Background: an optimization exercise with open tools, aiming at small area, a short achievable clock period and few clock cycles per item. Do not read the settings as production practice.
Function was checked by simulation only, so behaviour that the tests miss may differ from the original.

[design/flow/flow/run.sh]
#!/bin/bash
# The standard layout, with two changes to how it is made (the SDC is unchanged):
# - timing repair aims below the clock period: repair_timing keeps working until every path
#   has SETUP_SLACK_MARGIN ns of slack;
# - the port buffers that the standard flow puts on every input and output are plain buffers
#   rather than the delay cells buffer_ports picks on its own.
set -euo pipefail
bash standard.sh SETUP_SLACK_MARGIN=${MARGIN:-9.6} \
  "BUFFER_PORTS_ARGS=-buffer_cell sky130_fd_sc_hd__buf_1" finish > standard_flow.log 2>&1
[design/flow/standard.sh]
#!/bin/bash
# synth_recipe.tcl (not shown) runs the flow's synth.tcl, then flattens the netlist and writes it again
# the make line also repeats each setting of config.mk as NAME=value (left out here)
make -C /OpenROAD-flow-scripts/flow DESIGN_CONFIG=/design/flow/config.mk WORK_HOME=/design/flow/orfs CLKGATE_MAP_FILE= SYNTH_SCRIPT=/design/flow/synth_recipe.tcl "${@:-finish}"
[design/flow/config.mk]
export PLATFORM = sky130hd
export DESIGN_NAME = sprite_pixel_alpha_blend
export DESIGN_NICKNAME = sprite_pixel_alpha_blend
export VERILOG_FILES = /design/flow/design.v
export SDC_FILE = /design/flow/constraint.sdc
export NUM_CORES = 4
export LEC_CHECK = 0
export CAP_MARGIN = 20
export CORE_MARGIN = 2
export CORE_UTILIZATION = 60
export CTS_BUF_LIST = sky130_fd_sc_hd__clkbuf_8
export SLEW_MARGIN = 20
[design/flow/constraint.sdc]
create_clock -name core_clock -period 17.0 [get_ports {clk}]
set_input_delay 3.4000 -clock core_clock [delete_from_list [all_inputs] [get_ports {clk}]]
set_output_delay 3.4000 -clock core_clock [all_outputs]
set_load 0.01 [all_outputs]
[design/flow/design.v]
package spab_pkg;
  localparam logic [1:0] MODE_8BIT  = 2'd0;
  localparam logic [1:0] MODE_16BIT = 2'd1;
  localparam logic [1:0] MODE_ARGB  = 2'd2;
  localparam logic REG_DEPTH_MODE = 1'b0;
  localparam logic REG_KEY_COLOR  = 1'b1;
  localparam logic [1:0]  DEPTH_MODE_RESET = MODE_ARGB;
  localparam logic [15:0] KEY_COLOR_RESET  = 16'h0000;
  localparam logic [7:0]  MAX8 = 8'd255;
  localparam logic [15:0] RECIP_255 = 16'h8081;
  localparam int NUM_CHAN = 3;
  localparam int DIV_W      = 24;
  localparam int DIV_STEPS  = 6;
  localparam int DIV_STAGES = DIV_W / DIV_STEPS;
  localparam int DIV_FIRST  = 2;
  localparam int DIV_LAST   = DIV_FIRST + DIV_STAGES - 1;
  localparam int Q_STAGE    = DIV_LAST + 1;
  localparam int OUT_STAGE  = Q_STAGE + 1;
  localparam int NUM_STAGES = OUT_STAGE + 1;
endpackage
import spab_pkg::*;
module sprite_pixel_alpha_blend (
  input  logic              clk,
  input  logic              rst,
  input  logic              item_valid,
  output logic              item_ready,
  input  logic [31:0]       src_pixel,
  input  logic [31:0]       dst_pixel,
  output logic              result_valid,
  input  logic              result_ready,
  output logic [31:0]       out_pixel,
  output logic              write_enable,
  input  logic              psel,
  input  logic              penable,
  input  logic              pwrite,
  input  logic [2:0]        paddr,
  input  logic [31:0]       pwdata,
  output logic [31:0]       prdata,
  output logic              pready
);
  localparam int S2_STEPS = 3;
  localparam int S3_STEPS = 3;
  logic [1:0]  depth_mode;
  logic [15:0] key_color;
  assign pready = 1'b1;
  always_ff @(posedge clk) begin
    if (rst) begin
      depth_mode <= DEPTH_MODE_RESET;
      key_color  <= KEY_COLOR_RESET;
    end else if (psel && penable && pwrite) begin
      case (paddr[2])
        REG_DEPTH_MODE: depth_mode <= pwdata[1:0];
        REG_KEY_COLOR:  key_color  <= pwdata[15:0];
        default: ;
      endcase
    end
  end
  assign prdata = ({32{paddr[2]}} & {16'b0, key_color}) | ({32{!paddr[2]}} & {30'b0, depth_mode});
  function automatic logic [15:0] div_steps(input logic [15:0] s, input logic [7:0] oa,
                                            input int n);
    logic [15:0] r;
    logic [8:0]  t;
    logic [9:0]  diff;
    r = s;
    for (int i = 0; i < 8; i++) begin
      if (i < n) begin
        t    = {r[15:8], r[7]};
        diff = {1'b0, t} - {2'b00, oa};
        r    = diff[9] ? {t[7:0], r[6:0], 1'b0} : {diff[7:0], r[6:0], 1'b1};
      end
    end
    div_steps = r;
  endfunction
  function automatic logic [7:0] div255(input logic [15:0] x);
    logic [16:0] y;
    y = 17'(x) + 17'(x[15:8]) + 17'd1;
    div255 = y[15:8];
  endfunction
  function automatic logic [15:0] div255w(input logic [23:0] x);
    logic [24:0] y;
    logic [40:0] z;
    y = 25'(x) + 25'd1;
    z = {y, 16'b0} + {8'b0, y, 8'b0} + {16'b0, y};
    div255w = z[39:24];
  endfunction
  logic v1, v2, v3, v4, vx;
  logic h1, h2, h3, h4, hx;
  logic blk;
  logic go, ofree, take, ring_next;
  logic [32:0] fin4;    
  logic [32:0] xres;
  assign item_ready = !vx && !blk;
  assign take       = item_valid && item_ready;
  assign ofree      = !result_valid || result_ready;
  assign go         = v4 && h4 && ofree;
  assign ring_next  = vx || take || v1 || v2 || v3 || (v4 && !go);
  always_ff @(posedge clk) begin
    if (rst) begin
      v1  <= 1'b0;
      v2  <= 1'b0;
      v3  <= 1'b0;
      v4  <= 1'b0;
      vx  <= 1'b0;
      h1  <= 1'b0;
      h2  <= 1'b0;
      h3  <= 1'b0;
      h4  <= 1'b0;
      hx  <= 1'b0;
      blk <= 1'b0;
    end else begin
      v1  <= vx || take;
      v2  <= v1;
      v3  <= v2;
      v4  <= v3;
      vx  <= v4 && !go;
      h1  <= vx ? (hx || (go && !v3 && !v2 && !v1))
                : (take && !(v1 || v2 || v3 || (v4 && !go)));
      h2  <= h1 || (go && !v3 && !v2 && v1);
      h3  <= h2 || (go && !v3 && v2);
      h4  <= h3 || (go && v3);
      hx  <= h4 && !go;
      blk <= (blk || (v4 && !go)) && ring_next;
    end
  end
  always_ff @(posedge clk) begin
    if (rst) begin
      result_valid <= 1'b0;
    end else if (ofree) begin
      result_valid <= go;
    end
  end
  always_ff @(posedge clk) begin
    if (go) begin
      out_pixel    <= fin4[31:0];
      write_enable <= fin4[32];
    end
  end
  always_ff @(posedge clk) begin
    xres <= fin4;
  end
  logic [7:0]  sa0m;
  logic [15:0] wm0;
  spab_mul8x8 u_w (.a(vx ? xres[31:24] : dst_pixel[31:24]), .b(~sa0m), .y(wm0));
  logic [7:0]  sa0;
  logic [23:0] sc0, dc0;
  logic [15:0] w0;
  logic        we0, az0;
  logic [31:0] word0;
  assign sa0m = (!vx && depth_mode == MODE_ARGB) ? src_pixel[31:24] : 8'd0;
  always_comb begin
    we0   = 1'b0;
    word0 = dst_pixel;
    sa0   = 8'd0;
    if (vx) begin
      we0   = xres[32];
      word0 = xres[31:0];
    end else begin
      case (depth_mode)
        MODE_8BIT: begin
          if ({8'b0, src_pixel[7:0]} != key_color) begin
            we0   = 1'b1;
            word0 = {24'b0, src_pixel[7:0]};
          end
        end
        MODE_16BIT: begin
          if (src_pixel[15:0] != key_color) begin
            we0   = 1'b1;
            word0 = {16'b0, src_pixel[15:0]};
          end
        end
        MODE_ARGB: begin
          sa0 = src_pixel[31:24];
          we0 = src_pixel[31:24] != 8'd0;
        end
        default: ;
      endcase
    end
    az0 = (sa0 == 8'd0) && (word0[31:24] == 8'd0);
    w0  = az0 ? 16'd65025 : wm0;
    dc0 = word0[23:0];
    sc0 = src_pixel[23:0];
  end
  logic [7:0]  sa1;
  logic [23:0] sc1, dc1;
  logic [15:0] w1;
  logic        we1, az1;
  always_ff @(posedge clk) begin
    sa1 <= sa0;
    sc1 <= sc0;
    dc1 <= dc0;
    w1  <= w0;
    we1 <= we0;
    az1 <= az0;
  end
  logic [7:0]  k1, r1, oa1;
  logic [NUM_CHAN-1:0][15:0] a1, b1;
  logic [NUM_CHAN-1:0][23:0] bp1;
  for (genvar c = 0; c < NUM_CHAN; c++) begin : g_mul
    spab_mul8x8  u_a (.a(sa1), .b(sc1[c*8 +: 8]), .y(a1[c]));
    spab_mul8x16 u_b (.a(dc1[c*8 +: 8]), .b(w1), .y(bp1[c]));
  end
  always_comb begin
    k1  = div255(w1);
    r1  = w1[7:0] + k1;
    oa1 = sa1 + k1 + {7'd0, r1 != 8'd0};
    for (int c = 0; c < NUM_CHAN; c++) begin
      b1[c] = div255w(bp1[c]);
    end
  end
  logic [7:0]  oa2;
  logic        we2, az2;
  logic [NUM_CHAN-1:0][15:0] a2, b2;
  always_ff @(posedge clk) begin
    oa2 <= oa1;
    we2 <= we1;
    az2 <= az1;
    a2  <= a1;
    b2  <= b1;
  end
  logic [NUM_CHAN-1:0][15:0] a2n, b2n;
  always_comb begin
    for (int c = 0; c < NUM_CHAN; c++) begin
      a2n[c] = div_steps(a2[c], oa2, S2_STEPS);
      b2n[c] = div_steps(b2[c], oa2, S2_STEPS);
    end
  end
  logic [7:0]  oa3;
  logic        we3, az3;
  logic [NUM_CHAN-1:0][15:0] a3, b3;
  always_ff @(posedge clk) begin
    oa3 <= oa2;
    we3 <= we2;
    az3 <= az2;
    a3  <= a2n;
    b3  <= b2n;
  end
  logic [NUM_CHAN-1:0][15:0] a3n, b3n;
  always_comb begin
    for (int c = 0; c < NUM_CHAN; c++) begin
      a3n[c] = div_steps(a3[c], oa3, S3_STEPS);
      b3n[c] = div_steps(b3[c], oa3, S3_STEPS);
    end
  end
  logic [7:0]  oa4;
  logic        we4, az4;
  logic [NUM_CHAN-1:0][15:0] a4, b4;
  always_ff @(posedge clk) begin
    oa4 <= oa3;
    we4 <= we3;
    az4 <= az3;
    a4  <= a3n;
    b4  <= b3n;
  end
  logic [NUM_CHAN-1:0][15:0] a4n, b4n;
  logic [23:0] rgb4;
  always_comb begin
    for (int c = 0; c < NUM_CHAN; c++) begin
      a4n[c] = div_steps(a4[c], oa4, 8 - S2_STEPS - S3_STEPS);
      b4n[c] = div_steps(b4[c], oa4, 8 - S2_STEPS - S3_STEPS);
      rgb4[c*8 +: 8] = a4n[c][7:0] + b4n[c][7:0];
    end
    fin4 = {we4, az4 ? 8'd0 : oa4, rgb4};
  end
endmodule
module spab_mul8x8 (
  input  logic [7:0] a,
  input  logic [7:0] b,
  output logic [15:0] y
);
  wire n1 = a[0] & b[0];
  wire n2 = a[0] & b[1];
  wire n3 = a[0] & b[2];
  wire n4 = a[0] & b[3];
  wire n5 = a[0] & b[4];
  wire n6 = a[0] & b[5];
  wire n7 = a[0] & b[6];
  wire n8 = a[0] & b[7];
  wire n9 = a[1] & b[0];
  wire n10 = a[1] & b[1];
  wire n11 = a[1] & b[2];
  wire n12 = a[1] & b[3];
  wire n13 = a[1] & b[4];
  wire n14 = a[1] & b[5];
  wire n15 = a[1] & b[6];
  wire n16 = a[1] & b[7];
  wire n17 = a[2] & b[0];
  wire n18 = a[2] & b[1];
  wire n19 = a[2] & b[2];
  wire n20 = a[2] & b[3];
  wire n21 = a[2] & b[4];
  wire n22 = a[2] & b[5];
  wire n23 = a[2] & b[6];
  wire n24 = a[2] & b[7];
  wire n25 = a[3] & b[0];
  wire n26 = a[3] & b[1];
  wire n27 = a[3] & b[2];
  wire n28 = a[3] & b[3];
  wire n29 = a[3] & b[4];
  wire n30 = a[3] & b[5];
  wire n31 = a[3] & b[6];
  wire n32 = a[3] & b[7];
  wire n33 = a[4] & b[0];
  wire n34 = a[4] & b[1];
  wire n35 = a[4] & b[2];
  wire n36 = a[4] & b[3];
  wire n37 = a[4] & b[4];
  wire n38 = a[4] & b[5];
  wire n39 = a[4] & b[6];
  wire n40 = a[4] & b[7];
  wire n41 = a[5] & b[0];
  wire n42 = a[5] & b[1];
  wire n43 = a[5] & b[2];
  wire n44 = a[5] & b[3];
  wire n45 = a[5] & b[4];
  wire n46 = a[5] & b[5];
  wire n47 = a[5] & b[6];
  wire n48 = a[5] & b[7];
  wire n49 = a[6] & b[0];
  wire n50 = a[6] & b[1];
  wire n51 = a[6] & b[2];
  wire n52 = a[6] & b[3];
  wire n53 = a[6] & b[4];
  wire n54 = a[6] & b[5];
  wire n55 = a[6] & b[6];
  wire n56 = a[6] & b[7];
  wire n57 = a[7] & b[0];
  wire n58 = a[7] & b[1];
  wire n59 = a[7] & b[2];
  wire n60 = a[7] & b[3];
  wire n61 = a[7] & b[4];
  wire n62 = a[7] & b[5];
  wire n63 = a[7] & b[6];
  wire n64 = a[7] & b[7];
  wire n65 = n7 ^ n14;
  wire n66 = n7 & n14;
  wire n67 = n8 ^ n15 ^ n22;
  wire n68 = (n8 & n15) | (n8 & n22) | (n15 & n22);
  wire n69 = n29 ^ n36;
  wire n70 = n29 & n36;
  wire n71 = n16 ^ n23 ^ n30;
  wire n72 = (n16 & n23) | (n16 & n30) | (n23 & n30);
  wire n73 = n37 ^ n44;
  wire n74 = n37 & n44;
  wire n75 = n24 ^ n31 ^ n38;
  wire n76 = (n24 & n31) | (n24 & n38) | (n31 & n38);
  wire n77 = n5 ^ n12;
  wire n78 = n5 & n12;
  wire n79 = n6 ^ n13 ^ n20;
  wire n80 = (n6 & n13) | (n6 & n20) | (n13 & n20);
  wire n81 = n27 ^ n34;
  wire n82 = n27 & n34;
  wire n83 = n21 ^ n28 ^ n35;
  wire n84 = (n21 & n28) | (n21 & n35) | (n28 & n35);
  wire n85 = n42 ^ n49 ^ n65;
  wire n86 = (n42 & n49) | (n42 & n65) | (n49 & n65);
  wire n87 = n43 ^ n50 ^ n57;
  wire n88 = (n43 & n50) | (n43 & n57) | (n50 & n57);
  wire n89 = n66 ^ n67 ^ n69;
  wire n90 = (n66 & n67) | (n66 & n69) | (n67 & n69);
  wire n91 = n51 ^ n58 ^ n68;
  wire n92 = (n51 & n58) | (n51 & n68) | (n58 & n68);
  wire n93 = n70 ^ n71 ^ n73;
  wire n94 = (n70 & n71) | (n70 & n73) | (n71 & n73);
  wire n95 = n45 ^ n52 ^ n59;
  wire n96 = (n45 & n52) | (n45 & n59) | (n52 & n59);
  wire n97 = n72 ^ n74 ^ n75;
  wire n98 = (n72 & n74) | (n72 & n75) | (n74 & n75);
  wire n99 = n32 ^ n39 ^ n46;
  wire n100 = (n32 & n39) | (n32 & n46) | (n39 & n46);
  wire n101 = n53 ^ n60 ^ n76;
  wire n102 = (n53 & n60) | (n53 & n76) | (n60 & n76);
  wire n103 = n40 ^ n47 ^ n54;
  wire n104 = (n40 & n47) | (n40 & n54) | (n47 & n54);
  wire n105 = n4 ^ n11;
  wire n106 = n4 & n11;
  wire n107 = n19 ^ n26 ^ n33;
  wire n108 = (n19 & n26) | (n19 & n33) | (n26 & n33);
  wire n109 = n41 ^ n78 ^ n79;
  wire n110 = (n41 & n78) | (n41 & n79) | (n78 & n79);
  wire n111 = n80 ^ n82 ^ n83;
  wire n112 = (n80 & n82) | (n80 & n83) | (n82 & n83);
  wire n113 = n84 ^ n86 ^ n87;
  wire n114 = (n84 & n86) | (n84 & n87) | (n86 & n87);
  wire n115 = n88 ^ n90 ^ n91;
  wire n116 = (n88 & n90) | (n88 & n91) | (n90 & n91);
  wire n117 = n92 ^ n94 ^ n95;
  wire n118 = (n92 & n94) | (n92 & n95) | (n94 & n95);
  wire n119 = n96 ^ n98 ^ n99;
  wire n120 = (n96 & n98) | (n96 & n99) | (n98 & n99);
  wire n121 = n61 ^ n100 ^ n102;
  wire n122 = (n61 & n100) | (n61 & n102) | (n100 & n102);
  wire n123 = n48 ^ n55 ^ n62;
  wire n124 = (n48 & n55) | (n48 & n62) | (n55 & n62);
  wire n125 = n3 ^ n10;
  wire n126 = n3 & n10;
  wire n127 = n18 ^ n25 ^ n105;
  wire n128 = (n18 & n25) | (n18 & n105) | (n25 & n105);
  wire n129 = n77 ^ n106 ^ n107;
  wire n130 = (n77 & n106) | (n77 & n107) | (n106 & n107);
  wire n131 = n81 ^ n108 ^ n109;
  wire n132 = (n81 & n108) | (n81 & n109) | (n108 & n109);
  wire n133 = n85 ^ n110 ^ n111;
  wire n134 = (n85 & n110) | (n85 & n111) | (n110 & n111);
  wire n135 = n89 ^ n112 ^ n113;
  wire n136 = (n89 & n112) | (n89 & n113) | (n112 & n113);
  wire n137 = n93 ^ n114 ^ n115;
  wire n138 = (n93 & n114) | (n93 & n115) | (n114 & n115);
  wire n139 = n97 ^ n116 ^ n117;
  wire n140 = (n97 & n116) | (n97 & n117) | (n116 & n117);
  wire n141 = n101 ^ n118 ^ n119;
  wire n142 = (n101 & n118) | (n101 & n119) | (n118 & n119);
  wire n143 = n103 ^ n120 ^ n121;
  wire n144 = (n103 & n120) | (n103 & n121) | (n120 & n121);
  wire n145 = n104 ^ n122 ^ n123;
  wire n146 = (n104 & n122) | (n104 & n123) | (n122 & n123);
  wire n147 = n56 ^ n63 ^ n124;
  wire n148 = (n56 & n63) | (n56 & n124) | (n63 & n124);
  wire [15:0] ra = {1'b0, n64, n146, n144, n142, n140, n138, n136, n134, n132, n130, n128, n126, n17, n2, n1};
  wire [15:0] rb = {1'b0, n148, n147, n145, n143, n141, n139, n137, n135, n133, n131, n129, n127, n125, n9, 1'b0};
  assign y = ra + rb;
endmodule
module spab_mul8x16 (
  input  logic [7:0] a,
  input  logic [15:0] b,
  output logic [23:0] y
);
  wire n1 = a[0] & b[0];
  wire n2 = a[0] & b[1];
  wire n3 = a[0] & b[2];
  wire n4 = a[0] & b[3];
  wire n5 = a[0] & b[4];
  wire n6 = a[0] & b[5];
  wire n7 = a[0] & b[6];
  wire n8 = a[0] & b[7];
  wire n9 = a[0] & b[8];
  wire n10 = a[0] & b[9];
  wire n11 = a[0] & b[10];
  wire n12 = a[0] & b[11];
  wire n13 = a[0] & b[12];
  wire n14 = a[0] & b[13];
  wire n15 = a[0] & b[14];
  wire n16 = a[0] & b[15];
  wire n17 = a[1] & b[0];
  wire n18 = a[1] & b[1];
  wire n19 = a[1] & b[2];
  wire n20 = a[1] & b[3];
  wire n21 = a[1] & b[4];
  wire n22 = a[1] & b[5];
  wire n23 = a[1] & b[6];
  wire n24 = a[1] & b[7];
  wire n25 = a[1] & b[8];
  wire n26 = a[1] & b[9];
  wire n27 = a[1] & b[10];
  wire n28 = a[1] & b[11];
  wire n29 = a[1] & b[12];
  wire n30 = a[1] & b[13];
  wire n31 = a[1] & b[14];
  wire n32 = a[1] & b[15];
  wire n33 = a[2] & b[0];
  wire n34 = a[2] & b[1];
  wire n35 = a[2] & b[2];
  wire n36 = a[2] & b[3];
  wire n37 = a[2] & b[4];
  wire n38 = a[2] & b[5];
  wire n39 = a[2] & b[6];
  wire n40 = a[2] & b[7];
  wire n41 = a[2] & b[8];
  wire n42 = a[2] & b[9];
  wire n43 = a[2] & b[10];
  wire n44 = a[2] & b[11];
  wire n45 = a[2] & b[12];
  wire n46 = a[2] & b[13];
  wire n47 = a[2] & b[14];
  wire n48 = a[2] & b[15];
  wire n49 = a[3] & b[0];
  wire n50 = a[3] & b[1];
  wire n51 = a[3] & b[2];
  wire n52 = a[3] & b[3];
  wire n53 = a[3] & b[4];
  wire n54 = a[3] & b[5];
  wire n55 = a[3] & b[6];
  wire n56 = a[3] & b[7];
  wire n57 = a[3] & b[8];
  wire n58 = a[3] & b[9];
  wire n59 = a[3] & b[10];
  wire n60 = a[3] & b[11];
  wire n61 = a[3] & b[12];
  wire n62 = a[3] & b[13];
  wire n63 = a[3] & b[14];
  wire n64 = a[3] & b[15];
  wire n65 = a[4] & b[0];
  wire n66 = a[4] & b[1];
  wire n67 = a[4] & b[2];
  wire n68 = a[4] & b[3];
  wire n69 = a[4] & b[4];
  wire n70 = a[4] & b[5];
  wire n71 = a[4] & b[6];
  wire n72 = a[4] & b[7];
  wire n73 = a[4] & b[8];
  wire n74 = a[4] & b[9];
  wire n75 = a[4] & b[10];
  wire n76 = a[4] & b[11];
  wire n77 = a[4] & b[12];
  wire n78 = a[4] & b[13];
  wire n79 = a[4] & b[14];
  wire n80 = a[4] & b[15];
  wire n81 = a[5] & b[0];
  wire n82 = a[5] & b[1];
  wire n83 = a[5] & b[2];
  wire n84 = a[5] & b[3];
  wire n85 = a[5] & b[4];
  wire n86 = a[5] & b[5];
  wire n87 = a[5] & b[6];
  wire n88 = a[5] & b[7];
  wire n89 = a[5] & b[8];
  wire n90 = a[5] & b[9];
  wire n91 = a[5] & b[10];
  wire n92 = a[5] & b[11];
  wire n93 = a[5] & b[12];
  wire n94 = a[5] & b[13];
  wire n95 = a[5] & b[14];
  wire n96 = a[5] & b[15];
  wire n97 = a[6] & b[0];
  wire n98 = a[6] & b[1];
  wire n99 = a[6] & b[2];
  wire n100 = a[6] & b[3];
  wire n101 = a[6] & b[4];
  wire n102 = a[6] & b[5];
  wire n103 = a[6] & b[6];
  wire n104 = a[6] & b[7];
  wire n105 = a[6] & b[8];
  wire n106 = a[6] & b[9];
  wire n107 = a[6] & b[10];
  wire n108 = a[6] & b[11];
  wire n109 = a[6] & b[12];
  wire n110 = a[6] & b[13];
  wire n111 = a[6] & b[14];
  wire n112 = a[6] & b[15];
  wire n113 = a[7] & b[0];
  wire n114 = a[7] & b[1];
  wire n115 = a[7] & b[2];
  wire n116 = a[7] & b[3];
  wire n117 = a[7] & b[4];
  wire n118 = a[7] & b[5];
  wire n119 = a[7] & b[6];
  wire n120 = a[7] & b[7];
  wire n121 = a[7] & b[8];
  wire n122 = a[7] & b[9];
  wire n123 = a[7] & b[10];
  wire n124 = a[7] & b[11];
  wire n125 = a[7] & b[12];
  wire n126 = a[7] & b[13];
  wire n127 = a[7] & b[14];
  wire n128 = a[7] & b[15];
  wire n129 = n7 ^ n22;
  wire n130 = n7 & n22;
  wire n131 = n8 ^ n23 ^ n38;
  wire n132 = (n8 & n23) | (n8 & n38) | (n23 & n38);
  wire n133 = n53 ^ n68;
  wire n134 = n53 & n68;
  wire n135 = n9 ^ n24 ^ n39;
  wire n136 = (n9 & n24) | (n9 & n39) | (n24 & n39);
  wire n137 = n54 ^ n69 ^ n84;
  wire n138 = (n54 & n69) | (n54 & n84) | (n69 & n84);
  wire n139 = n10 ^ n25 ^ n40;
  wire n140 = (n10 & n25) | (n10 & n40) | (n25 & n40);
  wire n141 = n55 ^ n70 ^ n85;
  wire n142 = (n55 & n70) | (n55 & n85) | (n70 & n85);
  wire n143 = n11 ^ n26 ^ n41;
  wire n144 = (n11 & n26) | (n11 & n41) | (n26 & n41);
  wire n145 = n56 ^ n71 ^ n86;
  wire n146 = (n56 & n71) | (n56 & n86) | (n71 & n86);
  wire n147 = n12 ^ n27 ^ n42;
  wire n148 = (n12 & n27) | (n12 & n42) | (n27 & n42);
  wire n149 = n57 ^ n72 ^ n87;
  wire n150 = (n57 & n72) | (n57 & n87) | (n72 & n87);
  wire n151 = n13 ^ n28 ^ n43;
  wire n152 = (n13 & n28) | (n13 & n43) | (n28 & n43);
  wire n153 = n58 ^ n73 ^ n88;
  wire n154 = (n58 & n73) | (n58 & n88) | (n73 & n88);
  wire n155 = n14 ^ n29 ^ n44;
  wire n156 = (n14 & n29) | (n14 & n44) | (n29 & n44);
  wire n157 = n59 ^ n74 ^ n89;
  wire n158 = (n59 & n74) | (n59 & n89) | (n74 & n89);
  wire n159 = n15 ^ n30 ^ n45;
  wire n160 = (n15 & n30) | (n15 & n45) | (n30 & n45);
  wire n161 = n60 ^ n75 ^ n90;
  wire n162 = (n60 & n75) | (n60 & n90) | (n75 & n90);
  wire n163 = n16 ^ n31 ^ n46;
  wire n164 = (n16 & n31) | (n16 & n46) | (n31 & n46);
  wire n165 = n61 ^ n76 ^ n91;
  wire n166 = (n61 & n76) | (n61 & n91) | (n76 & n91);
  wire n167 = n32 ^ n47 ^ n62;
  wire n168 = (n32 & n47) | (n32 & n62) | (n47 & n62);
  wire n169 = n77 ^ n92;
  wire n170 = n77 & n92;
  wire n171 = n48 ^ n63 ^ n78;
  wire n172 = (n48 & n63) | (n48 & n78) | (n63 & n78);
  wire n173 = n5 ^ n20;
  wire n174 = n5 & n20;
  wire n175 = n6 ^ n21 ^ n36;
  wire n176 = (n6 & n21) | (n6 & n36) | (n21 & n36);
  wire n177 = n51 ^ n66;
  wire n178 = n51 & n66;
  wire n179 = n37 ^ n52 ^ n67;
  wire n180 = (n37 & n52) | (n37 & n67) | (n52 & n67);
  wire n181 = n82 ^ n97 ^ n129;
  wire n182 = (n82 & n97) | (n82 & n129) | (n97 & n129);
  wire n183 = n83 ^ n98 ^ n113;
  wire n184 = (n83 & n98) | (n83 & n113) | (n98 & n113);
  wire n185 = n130 ^ n131 ^ n133;
  wire n186 = (n130 & n131) | (n130 & n133) | (n131 & n133);
  wire n187 = n99 ^ n114 ^ n132;
  wire n188 = (n99 & n114) | (n99 & n132) | (n114 & n132);
  wire n189 = n134 ^ n135 ^ n137;
  wire n190 = (n134 & n135) | (n134 & n137) | (n135 & n137);
  wire n191 = n100 ^ n115 ^ n136;
  wire n192 = (n100 & n115) | (n100 & n136) | (n115 & n136);
  wire n193 = n138 ^ n139 ^ n141;
  wire n194 = (n138 & n139) | (n138 & n141) | (n139 & n141);
  wire n195 = n101 ^ n116 ^ n140;
  wire n196 = (n101 & n116) | (n101 & n140) | (n116 & n140);
  wire n197 = n142 ^ n143 ^ n145;
  wire n198 = (n142 & n143) | (n142 & n145) | (n143 & n145);
  wire n199 = n102 ^ n117 ^ n144;
  wire n200 = (n102 & n117) | (n102 & n144) | (n117 & n144);
  wire n201 = n146 ^ n147 ^ n149;
  wire n202 = (n146 & n147) | (n146 & n149) | (n147 & n149);
  wire n203 = n103 ^ n118 ^ n148;
  wire n204 = (n103 & n118) | (n103 & n148) | (n118 & n148);
  wire n205 = n150 ^ n151 ^ n153;
  wire n206 = (n150 & n151) | (n150 & n153) | (n151 & n153);
  wire n207 = n104 ^ n119 ^ n152;
  wire n208 = (n104 & n119) | (n104 & n152) | (n119 & n152);
  wire n209 = n154 ^ n155 ^ n157;
  wire n210 = (n154 & n155) | (n154 & n157) | (n155 & n157);
  wire n211 = n105 ^ n120 ^ n156;
  wire n212 = (n105 & n120) | (n105 & n156) | (n120 & n156);
  wire n213 = n158 ^ n159 ^ n161;
  wire n214 = (n158 & n159) | (n158 & n161) | (n159 & n161);
  wire n215 = n106 ^ n121 ^ n160;
  wire n216 = (n106 & n121) | (n106 & n160) | (n121 & n160);
  wire n217 = n162 ^ n163 ^ n165;
  wire n218 = (n162 & n163) | (n162 & n165) | (n163 & n165);
  wire n219 = n107 ^ n122 ^ n164;
  wire n220 = (n107 & n122) | (n107 & n164) | (n122 & n164);
  wire n221 = n166 ^ n167 ^ n169;
  wire n222 = (n166 & n167) | (n166 & n169) | (n167 & n169);
  wire n223 = n93 ^ n108 ^ n123;
  wire n224 = (n93 & n108) | (n93 & n123) | (n108 & n123);
  wire n225 = n168 ^ n170 ^ n171;
  wire n226 = (n168 & n170) | (n168 & n171) | (n170 & n171);
  wire n227 = n64 ^ n79 ^ n94;
  wire n228 = (n64 & n79) | (n64 & n94) | (n79 & n94);
  wire n229 = n109 ^ n124 ^ n172;
  wire n230 = (n109 & n124) | (n109 & n172) | (n124 & n172);
  wire n231 = n80 ^ n95 ^ n110;
  wire n232 = (n80 & n95) | (n80 & n110) | (n95 & n110);
  wire n233 = n4 ^ n19;
  wire n234 = n4 & n19;
  wire n235 = n35 ^ n50 ^ n65;
  wire n236 = (n35 & n50) | (n35 & n65) | (n50 & n65);
  wire n237 = n81 ^ n174 ^ n175;
  wire n238 = (n81 & n174) | (n81 & n175) | (n174 & n175);
  wire n239 = n176 ^ n178 ^ n179;
  wire n240 = (n176 & n178) | (n176 & n179) | (n178 & n179);
  wire n241 = n180 ^ n182 ^ n183;
  wire n242 = (n180 & n182) | (n180 & n183) | (n182 & n183);
  wire n243 = n184 ^ n186 ^ n187;
  wire n244 = (n184 & n186) | (n184 & n187) | (n186 & n187);
  wire n245 = n188 ^ n190 ^ n191;
  wire n246 = (n188 & n190) | (n188 & n191) | (n190 & n191);
  wire n247 = n192 ^ n194 ^ n195;
  wire n248 = (n192 & n194) | (n192 & n195) | (n194 & n195);
  wire n249 = n196 ^ n198 ^ n199;
  wire n250 = (n196 & n198) | (n196 & n199) | (n198 & n199);
  wire n251 = n200 ^ n202 ^ n203;
  wire n252 = (n200 & n202) | (n200 & n203) | (n202 & n203);
  wire n253 = n204 ^ n206 ^ n207;
  wire n254 = (n204 & n206) | (n204 & n207) | (n206 & n207);
  wire n255 = n208 ^ n210 ^ n211;
  wire n256 = (n208 & n210) | (n208 & n211) | (n210 & n211);
  wire n257 = n212 ^ n214 ^ n215;
  wire n258 = (n212 & n214) | (n212 & n215) | (n214 & n215);
  wire n259 = n216 ^ n218 ^ n219;
  wire n260 = (n216 & n218) | (n216 & n219) | (n218 & n219);
  wire n261 = n220 ^ n222 ^ n223;
  wire n262 = (n220 & n222) | (n220 & n223) | (n222 & n223);
  wire n263 = n224 ^ n226 ^ n227;
  wire n264 = (n224 & n226) | (n224 & n227) | (n226 & n227);
  wire n265 = n125 ^ n228 ^ n230;
  wire n266 = (n125 & n228) | (n125 & n230) | (n228 & n230);
  wire n267 = n96 ^ n111 ^ n126;
  wire n268 = (n96 & n111) | (n96 & n126) | (n111 & n126);
  wire n269 = n3 ^ n18;
  wire n270 = n3 & n18;
  wire n271 = n34 ^ n49 ^ n233;
  wire n272 = (n34 & n49) | (n34 & n233) | (n49 & n233);
  wire n273 = n173 ^ n234 ^ n235;
  wire n274 = (n173 & n234) | (n173 & n235) | (n234 & n235);
  wire n275 = n177 ^ n236 ^ n237;
  wire n276 = (n177 & n236) | (n177 & n237) | (n236 & n237);
  wire n277 = n181 ^ n238 ^ n239;
  wire n278 = (n181 & n238) | (n181 & n239) | (n238 & n239);
  wire n279 = n185 ^ n240 ^ n241;
  wire n280 = (n185 & n240) | (n185 & n241) | (n240 & n241);
  wire n281 = n189 ^ n242 ^ n243;
  wire n282 = (n189 & n242) | (n189 & n243) | (n242 & n243);
  wire n283 = n193 ^ n244 ^ n245;
  wire n284 = (n193 & n244) | (n193 & n245) | (n244 & n245);
  wire n285 = n197 ^ n246 ^ n247;
  wire n286 = (n197 & n246) | (n197 & n247) | (n246 & n247);
  wire n287 = n201 ^ n248 ^ n249;
  wire n288 = (n201 & n248) | (n201 & n249) | (n248 & n249);
  wire n289 = n205 ^ n250 ^ n251;
  wire n290 = (n205 & n250) | (n205 & n251) | (n250 & n251);
  wire n291 = n209 ^ n252 ^ n253;
  wire n292 = (n209 & n252) | (n209 & n253) | (n252 & n253);
  wire n293 = n213 ^ n254 ^ n255;
  wire n294 = (n213 & n254) | (n213 & n255) | (n254 & n255);
  wire n295 = n217 ^ n256 ^ n257;
  wire n296 = (n217 & n256) | (n217 & n257) | (n256 & n257);
  wire n297 = n221 ^ n258 ^ n259;
  wire n298 = (n221 & n258) | (n221 & n259) | (n258 & n259);
  wire n299 = n225 ^ n260 ^ n261;
  wire n300 = (n225 & n260) | (n225 & n261) | (n260 & n261);
  wire n301 = n229 ^ n262 ^ n263;
  wire n302 = (n229 & n262) | (n229 & n263) | (n262 & n263);
  wire n303 = n231 ^ n264 ^ n265;
  wire n304 = (n231 & n264) | (n231 & n265) | (n264 & n265);
  wire n305 = n232 ^ n266 ^ n267;
  wire n306 = (n232 & n266) | (n232 & n267) | (n266 & n267);
  wire n307 = n112 ^ n127 ^ n268;
  wire n308 = (n112 & n127) | (n112 & n268) | (n127 & n268);
  wire [23:0] ra = {1'b0, n128, n306, n304, n302, n300, n298, n296, n294, n292, n290, n288, n286, n284, n282, n280, n278, n276, n274, n272, n270, n33, n2, n1};
  wire [23:0] rb = {1'b0, n308, n307, n305, n303, n301, n299, n297, n295, n293, n291, n289, n287, n285, n283, n281, n279, n277, n275, n273, n271, n269, n17, 1'b0};
  assign y = ra + rb;
endmodule
==> results.txt, run 1 <==
- Placement Setup Slack: 8.39 ns
- Avg WL per Cell: about 18 microns
- Final setup slack of the worst path: 9.63 ns
- Most frequent cells in the layout: inv_1 (878), ha_1 (690), nand2_1 (512)
- Die extent in y: ~300 microns
- Clock root cell: clkbuf_8
- Multi-input gate area: 39500 sq um
- CP top delay family: multiplexers
- Die area: 89700 sq um
- Largest net degree at the start of global routing: 68
- RSZ-0062 raised after global routing: yes
- Routed vias: 40400
- Top_reg_cell synth: dfxtp_1
- DRC: 0
- Row count: 108
- Worst Setup End Kind: primary output
- NumNets Final: 7452
- FMAX: 136 MHz
- DP HPWL: 102 mm
- Clock-pin slew on the worst setup and hold paths: 0.06 ns
- Yosys top cell area share: 17.9%
- Slew HR: 31.0%
- Syn Std Cell Area: 52400 sq um
- Required time of the critical path: around 14 ns
- Grt ovf: 0
- Die width: about 300 microns
- First-pass GRT wire length: 215 mm
- Commonest non-fill, non-tap cell in the layout: inv_1
- Yosys Warn Count: 1
- Reg area: 10200 sq um
- Worst Setup Path Type: primary input to primary output
- CP max-delay cell: mux2_4
- TritonCTS clock tree: done
- Final estimated routing congestion in global placement: 0.888
- Post-synth EDFFs: 33
- Sum of negative setup slack: 0 ns
- CP cell instances: buf_12 -> mux2_4 -> buf_6
- Initial DRC Count: between 2000 and 2500
- Core box area: 86600 sq um
- Least-Margin Pin Slew: between 1 and 1.5 ns
- CTS Hold Buffers Added: 0
- Final period util: 43.4%
- Seq/Total Area, Yosys: 19.3%
- Slew Viols, Final: 0
- Total Wirelength: 135 mm
- Initial antenna violation count: 11
- Status: no timing/DRC/antenna violations
- Hold WS: 0.314 ns
- Layout cell share with drive strength beyond 1: 12.0%
- Max-cap violations: 0
- Via-to-Cell Ratio: 5.46
- Count of final setup violators: 0
- Post-Syn Instances: 5899
- Final Skew: 0.0398 ns
- Number of global-route vias before repair: 40400
- Worst Path Max Fanout: 19
- Starting Density: 60.5%
- Fill count: 7336
- CTS Buffer Depth: 3
- Final Hold Viols: 0
- Post-layout min period: 7.37 ns
- CP arrival: a little under 4 ns
- Area leader, netlist: fa_1
- Async set-reset flop share out of synthesis: 0%
- Crit path largest cell delay: ~0.30 ns
- TritonCTS Buffers: a little under 90
- Pre-Repair DR Iteration Count: 5
- Antenna viol nets, final: 0
- Unique masters post-synth: 79
- CP Buf/Inv Count: 2
- H-Tree Depth: 3
- Worst-Skew Late Latency: 0.74 ns
- Yosys reg bits: 488
- Util after Layout: between 60% and 70%
- Top Ports: 174
- CTS Sinks: 488
- Mapped Avg Cell Area: between 8 and 9 sq um
- Area growth from synthesis to layout: 11.7%
- Startpoint Class: primary input
- Hold WC Path Type: flop to flop
- GRT Util Overall: between 30% and 40%
- IO buf count: 138
- Top cells by area, synth: fa_1 (18%), dfxtp_1 (17%), ha_1 (17%)
routing by layer:
layer | global-route usage [%] | wire (microns) | up-vias
li1 | - | - | 19900
met1 | 41.8 | 62300 | 19500
met2 | 49.7 | 61500 | 905
met3 | 4.36 | 7520 | 189
met4 | 8.76 | 3780 | 0
met5 | 0 | 0 | -
logic make-up (layout without fill, tap and decap cells):
family | count (synthesis) | in the layout | synth area share (%)
AOI/OAI and AO/OA | 1001 | 1003 | 12.2
xor gates and xnor gates | 367 | 367 | 6.13
and+or+nand+nor | 1607 | 1607 | 15.1
muxes | 237 | 237 | 4.97
DFF | 488 | 488 | 19.3
other | 2 | 20 | 0.0143
buffers and inverters | 1022 | 1350 | 7.49
adders and majority gates | 1175 | 1175 | 34.7
area by class of cell:
class | instances | share of cell area, %
diodes | 3 | 0.0128
clock buffers | 102 | 2.40
clock inverters | 62 | 1.10
inverters | 876 | 5.66
multi-input cells | 4406 | 67.4
flip-flops and latches | 488 | 17.4
well taps | 1155 | 2.47
repair buffers | 310 | 3.58
what timing repair did:
action / in CTS / in global routing
setup buffers: 37 / 72
cloned: 1 / 4
resized for setup: 116 / 195
pin swaps: 23 / 78
setup endpoints to repair: 167 / 153
sequential cells by signal (all words and copies together) (netlist names), 24 cells and up:
name	count
sc1	24
b2	48
a2	48
out_pixel	32
dc1	24
a4	48
b4	48
a3	48
b3	48
xres	33
synth_stat cells, types with 11 or more instances:
library cell and instances:
nor2b_1 85, edfxtp_1 33, mux2_2 169, a21boi_1 20
o21ai_0 236, o211ai_1 15, nand4_1 20, nand2_1 520
o31ai_1 35, nand3_1 29, a21o_1 115, or2_2 20
ha_1 707, xnor2_1 251, xor2_1 116, and3_1 20
and2_1 422, a211oi_1 16, dfxtp_1 455, a21boi_0 38
inv_1 870, fa_1 468, nand2b_1 72, buf_2 11
mux2i_1 63, a21oi_1 289, o21bai_1 62, buf_4 20
o21ai_1 26, nor2_1 301, nor3_1 62, o21a_1 33
a31oi_1 12, o21ai_2 12, clkbuf_1 111, or3_1 26
a211o_1 11
per-stage QoR:
stage	instance area, sq um	instances
finish	58500	7402
global route	58500	7400
CTS	57100	7323
detailed placement	54300	7121
global placement	54300	7121
floorplan	52500	5914
path summary, 6_finish.rpt:
path | slack [ns] | to | start | cells after the start
max reg2reg | 9.82 | b2[47]$_DFF_P_ | w1[5]$_SDFF_PP0_ | 30
min | 0.31 | we3$_DFF_P_ | we2$_DFF_P_ | 0
min reg2reg | 0.31 | we3$_DFF_P_ | we2$_DFF_P_ | 0
max | 9.63 | prdata[0] | paddr[2] | 3
Testbench counts, summed over its fixed seeds: cycles 11,440, items 11,200.
==> inputs of run 2 (changes only) <==
--- a/design/flow/flow/run.sh
+++ b/design/flow/flow/run.sh
@@ -5,5 +5,5 @@
 # - the port buffers that the standard flow puts on every input and output are plain buffers
 #   rather than the delay cells buffer_ports picks on its own.
 set -euo pipefail
-bash standard.sh SETUP_SLACK_MARGIN=${MARGIN:-9.6} \
+bash standard.sh SETUP_SLACK_MARGIN=${MARGIN:-9.4} \
   "BUFFER_PORTS_ARGS=-buffer_cell sky130_fd_sc_hd__buf_1" finish > standard_flow.log 2>&1
--- a/design/flow/config.mk
+++ b/design/flow/config.mk
@@ -8,5 +8,5 @@
 export CAP_MARGIN = 20
 export CORE_MARGIN = 2
 export CORE_UTILIZATION = 60
-export CTS_BUF_LIST = sky130_fd_sc_hd__clkbuf_8
+export CTS_BUF_LIST = sky130_fd_sc_hd__clkbuf_4
 export SLEW_MARGIN = 20
==> run 2 against run 1 <==
Still clean. Global-route usage up 0.55 points. Via count up 1.2%. Hold slack worse by 0.052 ns. Critical path depth unchanged. Routed wire length up 0.99%. Die area unchanged. Sequential share of layout area up 0.27 points. Non-clock buffer count down 32. Cell count up 0.69%. Final area down 1.5%. Critical endpoint is now prdata[1]. Largest cell class unchanged.
==> results.txt, run 2 <==
- Synth cell count leaders: inv_1 (870), ha_1 (707), nand2_1 (520), fa_1 (468), dfxtp_1 (455) (unchanged)
- CTS Sinks: 488 (unchanged)
- Post-Place Cell Area: 54300 sq um (about the same)
- First-pass GRT wire length: 217 mm (was 215 mm)
- Worst Setup End Kind: primary output (unchanged)
- TritonCTS Buffers: 138 (was 89)
- DRT met1 WL: 61.4 mm (was 62.3 mm)
- Slew Viols, Final: 0 (unchanged)
- Number of global-route vias before repair: 41000 (was 40400)
- Top Ports: 174 (unchanged)
- Yosys reg bits: 488 (unchanged)
- Post-Syn Instances: 5899 (unchanged)
- Worst Path Max Fanout: 19 (unchanged)
- GRT Util Overall: 30.9% (was 30.3%)
- Starting Density: 60.5% (unchanged)
- CP max-delay cell: mux2_2 (was mux2_4)
- RSZ-0062 raised after global routing: yes (unchanged)
- DRC: 0 (unchanged)
- Area leader, netlist: fa_1 (unchanged)
- Worst Setup Path Type: primary input to primary output (unchanged)
- Clock-pin slew on the worst setup and hold paths: 0.07 ns (was 0.06 ns)
- Final Hold Viols: 0 (unchanged)
- Via-to-Cell Ratio: 5.49 (was 5.46)
- Grt ovf: 0 (unchanged)
- Clock root cell: clkbuf_4 (was clkbuf_8)
- Die width: 300 microns (unchanged)
- Core box area: 86600 sq um (unchanged)
- DP HPWL: 104 mm (was 102 mm)
- Top Layer Used: met5 (was met4)
- Required time of the critical path: 13.60 ns (about the same)
- Count of final setup violators: 0 (unchanged)
- Die extent in y: 300 microns (unchanged)
- Sum of negative setup slack: 0 ns (unchanged)
- Area growth from synthesis to layout: 10.0% (was 11.7%)
- Commonest non-fill, non-tap cell in the layout: inv_1 (unchanged)
- Syn Std Cell Area: 52400 sq um (unchanged)
- Met2 WL: 62.1 mm (was 61.5 mm)
- Final estimated routing congestion in global placement: 0.904 (was 0.888)
- Async set-reset flop share out of synthesis: 0% (unchanged)
- Max-cap violations: 0 (unchanged)
- Initial antenna violation count: 14 (was 11)
- NumNets Final: 7467 (was 7452)
- CTS Hold Buffers Added: 0 (unchanged)
- Setup crit start: paddr[2] (unchanged)
- Top cells by area, synth: fa_1 (18%), dfxtp_1 (17%), ha_1 (17%) (unchanged)
- Crit path largest cell delay: 0.37 ns (was 0.30 ns)
- Final period util: 44.4% (was 43.4%)
- CTS Buffer Depth: 3 (unchanged)
- Largest net degree at the start of global routing: 67 (was 68)
- Unique masters post-synth: 79 (unchanged)
- Worst Hold Launch: b3[36]$_DFF_P_ (was we2$_DFF_P_)
- IO buf count: 138 (unchanged)
- CP cell instances: buf_2 -> mux2_2 -> buf_1 (was buf_12 -> mux2_4 -> buf_6)
- Routed vias: 40900 (was 40400)
- TritonCTS clock tree: done (unchanged)
- Most frequent cells in the layout: inv_1 (866), ha_1 (695), nand2_1 (514) (was inv_1 (878), ha_1 (690), nand2_1 (512))
- FMAX: 132 MHz (was 136 MHz)
- CP arrival: 4.16 ns (was 3.97 ns)
- Worst-Skew Late Latency: 1.05 ns (was 0.74 ns)
- Final Skew: 0.0800 ns (was 0.0398 ns)
- Least-Margin Pin Slew: 1.11 ns (was 1.03 ns)
- Post-route cell area: 57700 sq um (was 58500 sq um)
- Layout cell share with drive strength beyond 1: 11.6% (was 12.0%)
- Startpoint Class: primary input (unchanged)
- Avg WL per Cell: 18.3 microns (about the same)
- Row count: 108 (unchanged)
- Fill count: 7392 (was 7336)
- Top_reg_cell synth: dfxtp_1 (unchanged)
- Seq/Total Area, Yosys: 19.3% (unchanged)
- Yosys top cell area share: 17.9% (unchanged)
- Total Wirelength: 136 mm (was 135 mm)
- Post-synth EDFFs: 33 (unchanged)
- Die area: 89700 sq um (unchanged)
- Hold WC Path Type: flop to flop (unchanged)
- Status: no timing/DRC/antenna violations (unchanged)
- Post-layout min period: 7.56 ns (was 7.37 ns)
- Yosys Warn Count: 1 (unchanged)
- Mapped Avg Cell Area: 8.89 sq um (unchanged)
- Reg2reg start: w1[7]$_SDFF_PP0_ (was w1[5]$_SDFF_PP0_)
- Count leader, synth: inv_1 (unchanged)
- Pre-Repair DR Iteration Count: 6 (was 5)
- H-Tree Depth: 4 (was 3)
- Slew HR: 26.1% (was 31.0%)
- Met3 wire len: 8.81 mm (was 7.52 mm)
- Initial DRC Count: 1996 (was 2311)
- Antenna viol nets, final: 0 (unchanged)
==> run 2: final timing paths <==
check	endpoint	slack, ns	cells after the start
setup / recovery	prdata[1]	9.44	3
hold reg to reg	b4[39]$_DFF_P_	0.26	0
hold / removal	b4[39]$_DFF_P_	0.26	0
setup reg to reg	b2[15]$_DFF_P_	9.61	30
==> run 2: critical path, delay by kind of cell <==
kind / cells / cell delay (ns)
buffers and inverters: 2 / 0.38
multiplexers: 1 / 0.37
==> run 2: cells by family after synthesis <==
kind of cell | share of synthesized area [%]
other | 0.0143
buffers and inverters | 7.49
flip-flops | 19.3
adder cells (fa/ha/maj) | 34.7
XOR/XNOR | 6.13
AND/OR/NAND/NOR | 15.1
AO/OA/AOI/OAI | 12.2
multiplexers | 4.97
==> run 2: final cells by class <==
cell class | instances | area (sq um) | share of cell area (%)
Antenna cell | 6 | 15.0 | 0.0260
Clock buffer | 186 | 1400 | 2.42
Clock inverter | 60 | 357 | 0.618
Inverter | 876 | 3300 | 5.73
Multi-Input combinational cell | 4404 | 39200 | 68.0
Sequential cell | 488 | 10200 | 17.6
Tap cell | 1155 | 1450 | 2.51
Timing Repair Buffer | 278 | 1800 | 3.12
==> run 2: layer usage <==
metal / global-route usage [%] / up-vias
met5: 0 / -
met4: 9.76 / 4
met3: 6.19 / 231
met2: 50.3 / 1025
met1: 41.3 / 19700
li1: - / 20000
==> run 2: stage by stage <==
| step | worst slack [ns] | utilization [%] | instances | hold WS, ns |
|---|---|---|---|---|
| 2_1_floorplan | 9.56 | - | 5914 | 0.310 |
| 3_3_place_gp | 8.33 | 62.6 | 7118 | 0.312 |
| 3_5_place_dp | 8.13 | 62.6 | 7118 | 0.312 |
| 4_1_cts | 9.38 | 65.3 | 7379 | 0.253 |
| 5_1_grt | 9.30 | 66.6 | 7452 | 0.259 |
| 6_report | 9.44 | 66.6 | 7453 | 0.262 |
==> run 2: what timing repair did <==
action                     in CTS  in global routing
pin swaps                      16                 58
cloned                          1                  4
setup endpoints to repair     164                152
setup buffers                  14                 64
resized for setup             114                125
==> inputs of run 3 (changes only) <==
--- a/design/flow/flow/run.sh
+++ b/design/flow/flow/run.sh
@@ -5,5 +5,5 @@
 # - the port buffers that the standard flow puts on every input and output are plain buffers
 #   rather than the delay cells buffer_ports picks on its own.
 set -euo pipefail
-bash standard.sh SETUP_SLACK_MARGIN=${MARGIN:-9.4} \
+bash standard.sh SETUP_SLACK_MARGIN=${MARGIN:-9.8} \
   "BUFFER_PORTS_ARGS=-buffer_cell sky130_fd_sc_hd__buf_1" finish > standard_flow.log 2>&1
==> run 3 against run 2 <==
Via count up 1.3%. Register-to-register slack better by 0.22 ns. Routed wire length up 2.5%. Synthesized area unchanged. Synthesized cell count unchanged. Sequential cell count unchanged. Critical path depth unchanged. Critical path type unchanged. Setup slack better by 0.22 ns. Final area up 3.7%. Hold slack better by 0.034 ns. Clock-buffer cell count up 3.
==> results.txt, run 3 <==
- Final period util: 43.2% (was 44.4%)
- Starting Density: 60.5% (unchanged)
- Reg2reg start: w1[7]$_SDFF_PP0_ (unchanged)
- CTS Sinks: 488 (unchanged)
- Commonest non-fill, non-tap cell in the layout: inv_1 (unchanged)
- Slew HR: 25.3% (was 26.1%)
- Area growth from synthesis to layout: 14.1% (was 10.0%)
- Avg WL per Cell: 18.5 microns (was 18.3 microns)
- Initial DRC Count: 2235 (was 1996)
- Unique masters post-synth: 79 (unchanged)
- Final setup slack of the worst path: 9.66 ns (was 9.44 ns)
- WHS Endpoint: b4[5]$_DFF_P_ (was b4[39]$_DFF_P_)
- Reg2Reg Setup Slack: 9.83 ns (was 9.61 ns)
- CTS Hold Buffers Added: 0 (unchanged)
- Core box area: 86600 sq um (unchanged)
- Fill count: 7237 (was 7392)
- Top_reg_cell synth: dfxtp_1 (unchanged)
- Max-cap violations: 0 (unchanged)
- Syn Std Cell Area: 52400 sq um (unchanged)
- Initial antenna violation count: 6 (was 14)
- Layout cell share with drive strength beyond 1: 15.8% (was 11.6%)
- Worst Setup End Kind: primary output (unchanged)
- Clock-pin slew on the worst setup and hold paths: 0.07 ns (about the same)
- Grt ovf: 0 (unchanged)
- Largest net degree at the start of global routing: 67 (unchanged)
- DRC: 0 (unchanged)
- Post-synth EDFFs: 33 (unchanged)
- Number of global-route vias before repair: 41400 (was 41000)
- Die extent in y: 300 microns (unchanged)
- Top cells by area, synth: fa_1 (18%), dfxtp_1 (17%), ha_1 (17%) (unchanged)
- RSZ-0062 raised after global routing: yes (unchanged)
- Hold depth: 0 (unchanged)
- TritonCTS clock tree: done (unchanged)
- RR Endpoint: b2[31]$_DFF_P_ (was b2[15]$_DFF_P_)
- Final estimated routing congestion in global placement: 0.884 (was 0.904)
- Via-to-Cell Ratio: 5.48 (was 5.49)
- Area leader, netlist: fa_1 (unchanged)
- IO buf count: 138 (unchanged)
- Mapped Avg Cell Area: 8.89 sq um (unchanged)
- Yosys top cell area share: 17.9% (unchanged)
- GRT Util Overall: 30.9% (about the same)
- Yosys Warn Count: 1 (unchanged)
- Hold WC Path Type: flop to flop (unchanged)
- First-pass GRT wire length: 219 mm (was 217 mm)
- Yosys reg bits: 488 (unchanged)
- Die width: 300 microns (unchanged)
- Setup crit start: paddr[2] (unchanged)
- Reg area: 10200 sq um (about the same)
- Die area: 89700 sq um (unchanged)
- Post-Syn Instances: 5899 (unchanged)
- Post-layout min period: 7.34 ns (was 7.56 ns)
- Pre-Repair DR Iteration Count: 7 (was 6)
- Clock root cell: clkbuf_4 (unchanged)
- Final Hold Viols: 0 (unchanged)
- Worst reg2reg path depth: 29 (was 30)
- Required time of the critical path: 13.60 ns (about the same)
- Top Ports: 174 (unchanged)
- Synth cell count leaders: inv_1 (870), ha_1 (707), nand2_1 (520), fa_1 (468), dfxtp_1 (455) (unchanged)
- NumNets Final: 7563 (was 7467)
- Count of final setup violators: 0 (unchanged)
- Routed vias: 41400 (was 40900)
- Startpoint Class: primary input (unchanged)
- Row count: 108 (unchanged)
- Async set-reset flop share out of synthesis: 0% (unchanged)
- Worst Setup Path Type: primary input to primary output (unchanged)
- TritonCTS Buffers: 138 (unchanged)
- CP arrival: 3.94 ns (was 4.16 ns)
- Least-Margin Pin Slew: 1.12 ns (was 1.11 ns)
- Worst Path Max Fanout: 6 (was 19)
- FMAX: 136 MHz (was 132 MHz)
- Status: no timing/DRC/antenna violations (unchanged)
- Multi-input gate area: 40200 sq um (was 39200 sq um)
- Final Skew: 0.0903 ns (was 0.0800 ns)
- Total Wirelength: 140 mm (was 136 mm)
- H-Tree Depth: 4 (unchanged)
- Seq/Total Area, Yosys: 19.3% (unchanged)
- DP HPWL: 103 mm (was 104 mm)
- Sum of negative setup slack: 0 ns (unchanged)
- Most frequent cells in the layout: inv_1 (853), ha_1 (677), nand2_1 (507) (was inv_1 (866), ha_1 (695), nand2_1 (514))
- Antenna viol nets, final: 0 (unchanged)
- Placement Setup Slack: 8.14 ns (was 8.13 ns)
- Worst-Skew Late Latency: 1.07 ns (was 1.05 ns)
- Count leader, synth: inv_1 (unchanged)
- Worst Hold Launch: b3[2]$_DFF_P_ (was b3[36]$_DFF_P_)
- CTS Buffer Depth: 3 (unchanged)
- Slew Viols, Final: 0 (unchanged)
run 3: cell counts after synthesis:
No cell type changed its count.
run 3: how the worst max path moves through the flow:
stage | endpoint | slack, ns | cells past startpoint
floorplan | prdata[10] | 9.76 | 3
global placement | b3[31]$_DFF_P_ | 8.37 | 33
detailed placement | b3[31]$_DFF_P_ | 8.14 | 33
CTS | prdata[0] | 9.67 | 3
global route | b2[31]$_DFF_P_ | 9.56 | 26
finish | prdata[0] | 9.66 | 3
run 3: cell families after synthesis:
kind of cell	count (synthesis)	synth area share [%]
AO/OA/AOI/OAI	1001	12.2
multiplexers	237	4.97
flip-flops	488	19.3
other	2	0.0143
adder cells (fa/ha/maj)	1175	34.7
AND/OR/NAND/NOR	1607	15.1
buffers and inverters	1022	7.49
XOR/XNOR	367	6.13
run 3: metrics by stage:
stage                     instance area (sq um)  cells  utilization, %  hold WS (ns)
final                                     59800   7555            69.0         0.297
after global routing                      59800   7548            69.0         0.305
after CTS                                 57600   7441            66.6         0.297
after detailed placement                  54400   7119            62.7         0.312
after global placement                    54400   7119            62.7         0.312
after floorplan                           52600   5914               -         0.310
run 3: critical path: stages:
cell    delay, ns
buf_12       0.11
mux2_4       0.30
buf_6        0.12
run 3: area by class of cell:
cell class | count | area share [%]
Multi-Input combinational cell | 4405 | 67.2
Inverter | 876 | 5.55
Antenna cell | 15 | 0.0628
Tap cell | 1155 | 2.42
Timing Repair Buffer | 373 | 4.71
Clock inverter | 54 | 0.649
Sequential cell | 488 | 17.1
Clock buffer | 189 | 2.37
run 3: metal layers:
metal  track usage (%)  vias up  share of wire, %
li1                  -    20200                 -
met1              41.5    19900                45
met2              49.6     1059                45
met3              6.07      268               6.5
met4              11.4        0               3.8
met5                 0        -                 0
run 3: timing repair:
action,4_1_cts,5_1_grt
gates cloned,1,9
endpoints found under the setup margin,172,184
buffers inserted,78,90
pin swaps,55,157
resized for setup,215,295
==> inputs of run 4 (changes only) <==
--- a/design/flow/flow/run.sh
+++ b/design/flow/flow/run.sh
@@ -5,5 +5,5 @@
 # - the port buffers that the standard flow puts on every input and output are plain buffers
 #   rather than the delay cells buffer_ports picks on its own.
 set -euo pipefail
-bash standard.sh SETUP_SLACK_MARGIN=${MARGIN:-9.8} \
+bash standard.sh SETUP_SLACK_MARGIN=${MARGIN:-9.6} \
   "BUFFER_PORTS_ARGS=-buffer_cell sky130_fd_sc_hd__buf_1" finish > standard_flow.log 2>&1
--- a/design/flow/config.mk
+++ b/design/flow/config.mk
@@ -9,4 +9,5 @@
 export CORE_MARGIN = 2
 export CORE_UTILIZATION = 60
 export CTS_BUF_LIST = sky130_fd_sc_hd__clkbuf_4
+export PLACE_DENSITY = 0.72
 export SLEW_MARGIN = 20
==> run 4 against run 3 <==
Still clean. Die area stayed put. Final area down 2.6%. Sequential share of layout area up 0.41 points. Non-clock buffer count shrank 65. Cell count shrank 1.0%. Synthesized area did not move. Register-to-register slack got worse by 0.08 ns. Setup slack worse by 0.041 ns. Critical path depth unchanged. Critical path type unchanged. Largest cell class unchanged. Highest routed layer is now met5.
==> results.txt, run 4 <==
- Worst Path Max Fanout: 19 (was 6)
- Antenna viol nets, final: 0 (unchanged)
- Area leader, netlist: fa_1 (unchanged)
- Avg WL per Cell: 18.0 microns (was 18.5 microns)
- Post-Syn Instances: 5899 (unchanged)
- Final Hold Viols: 0 (unchanged)
- CP arrival: 3.98 ns (was 3.94 ns)
- RSZ-0062 raised after global routing: yes (unchanged)
- Syn Std Cell Area: 52400 sq um (unchanged)
- Sum of negative setup slack: 0 ns (unchanged)
- Count leader, synth: inv_1 (unchanged)
- Number of global-route vias before repair: 41300 (was 41400)
- Yosys top cell area share: 17.9% (unchanged)
- Initial DRC Count: 2353 (was 2235)
- Worst-Skew Late Latency: 1.06 ns (was 1.07 ns)
- Clock-pin slew on the worst setup and hold paths: 0.06 ns (was 0.07 ns)
- Setup crit start: paddr[2] (unchanged)
- TritonCTS Buffers: 136 (was 138)
- DP HPWL: 99.0 mm (was 103 mm)
- Pre-Repair DR Iteration Count: 6 (was 7)
- Final Skew: 0.0972 ns (was 0.0903 ns)
- Slew Viols, Final: 0 (unchanged)
- Initial antenna violation count: 6 (unchanged)
- Reg2reg start: w1[6]$_SDFF_PP0_ (was w1[7]$_SDFF_PP0_)
- Row count: 108 (unchanged)
- Synth cell count leaders: inv_1 (870), ha_1 (707), nand2_1 (520), fa_1 (468), dfxtp_1 (455) (unchanged)
- NumNets Final: 7496 (was 7563)
- Layout cell share with drive strength beyond 1: 12.7% (was 15.8%)
- CTS Hold Buffers Added: 0 (unchanged)
- Area growth from synthesis to layout: 11.1% (was 14.1%)
- Worst Setup End Kind: primary output (unchanged)
- Mapped Avg Cell Area: 8.89 sq um (unchanged)
- Die width: 300 microns (unchanged)
- Top Ports: 174 (unchanged)
- Async set-reset flop share out of synthesis: 0% (unchanged)
- Commonest non-fill, non-tap cell in the layout: inv_1 (unchanged)
- Die area: 89700 sq um (unchanged)
- Unique masters post-synth: 79 (unchanged)
- DRC: 0 (unchanged)
- Most frequent cells in the layout: inv_1 (863), ha_1 (687), nand2_1 (512) (was inv_1 (853), ha_1 (677), nand2_1 (507))
- Largest net degree at the start of global routing: 67 (unchanged)
- Worst Setup Path Type: primary input to primary output (unchanged)
- Routed vias: 41400 (about the same)
- Status: no timing/DRC/antenna violations (unchanged)
- Via-to-Cell Ratio: 5.54 (was 5.48)
- IO buf count: 138 (unchanged)
- Clock root cell: clkbuf_4 (unchanged)
- Final estimated routing congestion in global placement: 0.912 (was 0.884)
- Fill count: 7084 (was 7237)
- Post-synth EDFFs: 33 (unchanged)
- H-Tree Depth: 4 (unchanged)
- Hold depth: 0 (unchanged)
- Count of final setup violators: 0 (unchanged)
- Yosys Warn Count: 1 (unchanged)
- Required time of the critical path: 13.60 ns (about the same)
- FMAX: 136 MHz (about the same)
- GRT Util Overall: 29.8% (was 30.9%)
- First-pass GRT wire length: 213 mm (was 219 mm)
- Worst Hold Launch: a2[4]$_DFF_P_ (was b3[2]$_DFF_P_)
- Hold WC Path Type: flop to flop (unchanged)
- Post-route cell area: 58300 sq um (was 59800 sq um)
- Top_reg_cell synth: dfxtp_1 (unchanged)
- CTS Sinks: 488 (unchanged)
- Total Wirelength: 134 mm (was 140 mm)
- Top cells by area, synth: fa_1 (18%), dfxtp_1 (17%), ha_1 (17%) (unchanged)
- Seq/Total Area, Yosys: 19.3% (unchanged)
- Grt ovf: 0 (unchanged)
- Least-Margin Pin Slew: 1.28 ns (was 1.12 ns)
- Yosys reg bits: 488 (unchanged)
- Post-layout min period: 7.38 ns (was 7.34 ns)
- Worst reg2reg path depth: 30 (was 29)
- Startpoint Class: primary input (unchanged)
- Final period util: 43.4% (was 43.2%)
- Die extent in y: 300 microns (unchanged)
- Starting Density: 60.5% (unchanged)
- Slew HR: 14.2% (was 25.3%)
- Core box area: 86600 sq um (unchanged)
- Post-Place Cell Area: 54300 sq um (was 54400 sq um)
- CTS Buffer Depth: 3 (unchanged)
- TritonCTS clock tree: done (unchanged)
- Max-cap violations: 0 (unchanged)
## run 4: cell counts after synthesis
Identical to the previous run, type by type.
## run 4: cell type report
class                           count  area, sq um  area share, %
Sequential cell                   488        10200           17.5
Antenna cell                        3         7.51         0.0129
Clock inverter                     68          500          0.859
Tap cell                         1155         1450           2.48
Clock buffer                      173         1300           2.23
Multi-Input combinational cell   4405        39400           67.6
Timing Repair Buffer              308         2160           3.71
Inverter                          876         3300           5.67
## run 4: worst max-delay path, cell delays in order
cell	delay (ns)
buf_12	0.11
mux2_2	0.33
buf_1	0.13
## run 4: worst paths after layout
| path | to | slack (ns) |
|---|---|---|
| worst min register to register | a3[7]$_DFF_P_ | 0.30 |
| worst max register to register | b2[12]$_DFF_P_ | 9.75 |
| worst min-delay path | a3[7]$_DFF_P_ | 0.30 |
| worst max-delay path | prdata[1] | 9.62 |
## run 4: metrics by stage
| step | instances | hold slack [ns] | setup WS (ns) | util [%] |
|---|---|---|---|---|
| global placement | 7116 | 0.310 | 8.56 | 62.6 |
| floorplan | 5914 | 0.310 | 9.61 | - |
| CTS | 7390 | 0.293 | 9.61 | 65.6 |
| detailed placement | 7116 | 0.312 | 8.39 | 62.6 |
| finish | 7476 | 0.299 | 9.62 | 67.3 |
| global route | 7476 | 0.312 | 9.40 | 67.3 |
## run 4: logic make-up (layout without fill, tap and decap cells)
family	count (synthesis)	in the layout	synth area share, %
buffers and inverters	1022	1425	7.49
AND/OR/NAND/NOR	1607	1607	15.1
multiplexers	237	237	4.97
AO/OA/AOI/OAI	1001	1002	12.2
adder cells (fa/ha/maj)	1175	1175	34.7
other	2	20	0.0143
XOR/XNOR	367	367	6.13
flip-flops	488	488	19.3
## run 4: timing repair
action                                  CTS  global route
gates resized for setup                 115           192
pin swaps                                24            94
cloned                                    2             5
setup buffers                            31            78
endpoints found under the setup margin  158           163
## run 4: layer usage
layer  track usage (%)  part of all wire [%]  up-vias
met1              39.1                    43    19800
met5                 0                 0.016        -
met2              48.1                    45     1251
li1                  -                     -    20000
met3              5.31                   7.1      318
met4              13.3                   4.7        4

re-timing with driven ports:
Ports are ideal in the flow. The routed layouts listed here were re-timed in OpenROAD.
Step 1 sets driving cells, clkbuf_16 on the clock port and buf_2 on the other inputs (assumed; they add their load-dependent delay and slew).
Step 2 times the ports against the registers' clock, not the clock port: input delays grow and output delays shrink by t, the midpoint of the rising clock arrivals with the driver on.
Slacks: ideal / step 1 / step 2; pairs: ideal / step 1.
run | t, ns | setup slack, ns | hold WS [ns] | worst slew at a driven data input, ns | cell pins on the clock port's net
run 1 | 0.784 | 9.630 / 9.562 / 9.055 | 0.314 / 0.314 / 0.314 | 0.11 | 1
run 2 | 1.077 | 9.445 / 9.423 / 9.056 | 0.262 / 0.262 / 0.262 | 0.11 | 1
run 3 | 1.088 | 9.664 / 9.604 / 9.099 | 0.297 / 0.297 / 0.297 | 0.07 | 1
run 4 | 1.087 | 9.623 / 9.556 / 8.990 | 0.299 / 0.299 / 0.299 | 0.06 | 1
After both steps every run listed still meets setup and hold. For run 4, which loses most, drivers alone change the setup slack by -0.067 ns; drivers and shift together by -0.633 ns.
